What follows belongs to an exercise in optimizing a design on an open flow for small area and a short achievable clock period; a production flow would make more cautious choices. The RTL was checked by simulation tests, not by an equivalence proof against the original design. The clock port is modelled as an ideal driver, which makes a skipped or thinned clock tree look cheaper than it is; a real chip needs a root buffer or a tree. Power and IR drop assume default switching activity.

Design vga_top, start of the top module:
module vga_top (
  input  logic              clk_vga,
  input  logic              rst_n,
  input  logic              write_strobe,
  input  logic [11:0]   write_x,
  input  logic [11:0]   write_y,
  input  logic [2:0] write_palette,
  input  logic [5:0]   night_rate,
  output logic              write_busy,
  output logic              rst_screen,
  output logic              hsync,
  output logic              vsync,
  output logic              data_enable,
  output logic [7:0]    red,
  output logic [7:0]    green,
  output logic [7:0]    blue
);
For scale: roughly 6600 cells after synthesis, ~3700 flip-flops, about 65 I/O pins.
Settings: LEC_CHECK=0, CAP_MARGIN=20, CORE_MARGIN=2, CORE_UTILIZATION=55, PLACE_DENSITY=0.65, SETUP_SLACK_MARGIN=4.3, SLEW_MARGIN=20, SYNTH_HIERARCHICAL=1, SYNTH_MINIMUM_KEEP_SIZE=0; clock period 6.5 ns.
standard.sh (not shown) runs the stock make flow with config.mk's settings and CLKGATE_MAP_FILE= SYNTH_SCRIPT=/design/flow/synth_recipe.tcl, a recipe that flattens the netlist after the stock synthesis.
==> flow/flow/run.sh <==
#!/bin/bash
# Standard ORFS layout with these changes:
#  - flow/post_floorplan.tcl sizes the frame store's write muxes down to a22oi_1;
#  - flow/pre_cts.tcl builds the clock tree by hand (three levels: 4 clkinv_16 roots on
#    the clock port, 20 clkinv_8, about 136 clkbuf_16 leaves over k-means clusters of
#    the flip-flops)
#    in place of TritonCTS;
#  - the port buffers are buf_2.
set -euo pipefail
export POST_FLOORPLAN_TCL="$PWD/flow/post_floorplan.tcl"
export PRE_CTS_TCL="$PWD/flow/pre_cts.tcl"
# port buffers as buf_2 rather than the default (a delay cell)
export BUFFER_PORTS_ARGS="-inputs -outputs -buffer_cell sky130_fd_sc_hd__buf_2"
bash standard.sh > standard.log 2>&1
Other scripts of this flow, unchanged in this note and not shown: flow/flow/mycts.tcl, flow/flow/post_floorplan.tcl, flow/flow/pre_cts.tcl
Edit:
--- a/flow/design.v
+++ b/flow/design.v
@@ -162,41 +162,46 @@
       w2_dhi  <= pd_hi;
       w2_half <= ~shown;
       w2_rlo  <= pr_lo;
       w2_rhi  <= pr_hi;
       w2_p    <= w1_p;
     end
     c_early <= rst_n && v1 && dif[0];
     c_late0 <= rst_n && v1 && !dif[0];
     c_late1 <= c_late0;
   end
   logic [23:0] ring_sel;
   logic [1:0][23:0] slot_sel;    
-  logic [2:0]  w3_p;
+  logic [1:0][2:0] w3_p;    
+  logic [1:0][2:0] w3_pn;   
   always_ff @(posedge clk_vga) begin
     for (int k = 0; k < 24; k++)
       ring_sel[k] <= (c_early || c_late1) && (w2_half == 1'(k / 12))
                   && w2_rlo[(k % 12) % 4] && w2_rhi[(k % 12) / 4];
     for (int j = 0; j < 24; j++)
       for (int h = 0; h < 2; h++)
         slot_sel[h][j] <= (w2_half == 1'(h)) && w2_dlo[j % 4] && w2_dhi[j / 4];
-    w3_p <= w2_p;
+    for (int h = 0; h < 2; h++) begin
+      w3_p[h]  <= (w2_half == 1'(h)) ? w2_p  : 3'd0;
+      w3_pn[h] <= (w2_half == 1'(h)) ? ~w2_p : 3'd0;
+    end
   end
   logic [71:0][47:0] q;
   logic [1:0][23:0][2:0] slot_dat;
   always_comb begin
     for (int j = 0; j < 24; j++)
       for (int b = 0; b < 3; b++)
         for (int h = 0; h < 2; h++)
-          slot_dat[h][j][b] = slot_sel[h][j] && (w3_p[b] ^ ((((2 * j + 3) % 48) % 4) == 1));
+          slot_dat[h][j][b] = slot_sel[h][j]
+                           && (((((2 * j + 3) % 48) % 4) == 1) ? w3_pn[h][b] : w3_p[h][b]);
   end
   genvar gk, gb, gp;
   for (gk = 0; gk < 24; gk++) begin : g_ring
     for (gp = 0; gp < 48; gp++) begin : g_pos
       if (gp % 2 == 1) begin : g_wr
         localparam int J = ((gp + 45) % 48) / 2;
         logic       keep_n;
         logic [2:0] d;
         assign keep_n = ~(ring_sel[gk] && slot_sel[gk / 12][J]);
         for (gb = 0; gb < 3; gb++) begin : g_bit
           vga_aoi22 u_mux (
             .a1 (q[gk*3+gb][(gp + 47) % 48]),
- power goes up by 0.87%
- worst setup slack gains 0.039 ns
- via count rose by 0.61%
- hold slack gets worse by 0.031 ns
- area after synthesis hardly moves
- die area stays flat
- cell count is about the same
No run of this note takes its clock network from TritonCTS; it comes from the design's own scripts or RTL.

==> port drivers added, routing unchanged <==
Ports are ideal in the flow. The routed layouts listed here were re-timed in OpenROAD. Step 1 sets driving cells, clkbuf_16 on the clock port and buf_2 on the other inputs (assumed; they add their load-dependent delay and slew). Step 2 also shifts input and output timing later by t, the mid clock arrival at the registers, as if the neighbouring blocks saw the same clock. Three values: no drivers, after step 1, after step 2; two values: the first two.
run	t, ns	setup slack, ns	worst register clock-pin slew, ns	cell pins on the clock port's net
the first run	0.734	4.219 / 3.913 / 4.073	0.11 / 0.11	4
the second run	0.745	4.258 / 3.934 / 4.060	0.11 / 0.11	4
After both steps every run listed still meets setup and hold. The setup slack of the second run, which loses most, moves by -0.324 ns with the drivers and by -0.198 ns with both steps.
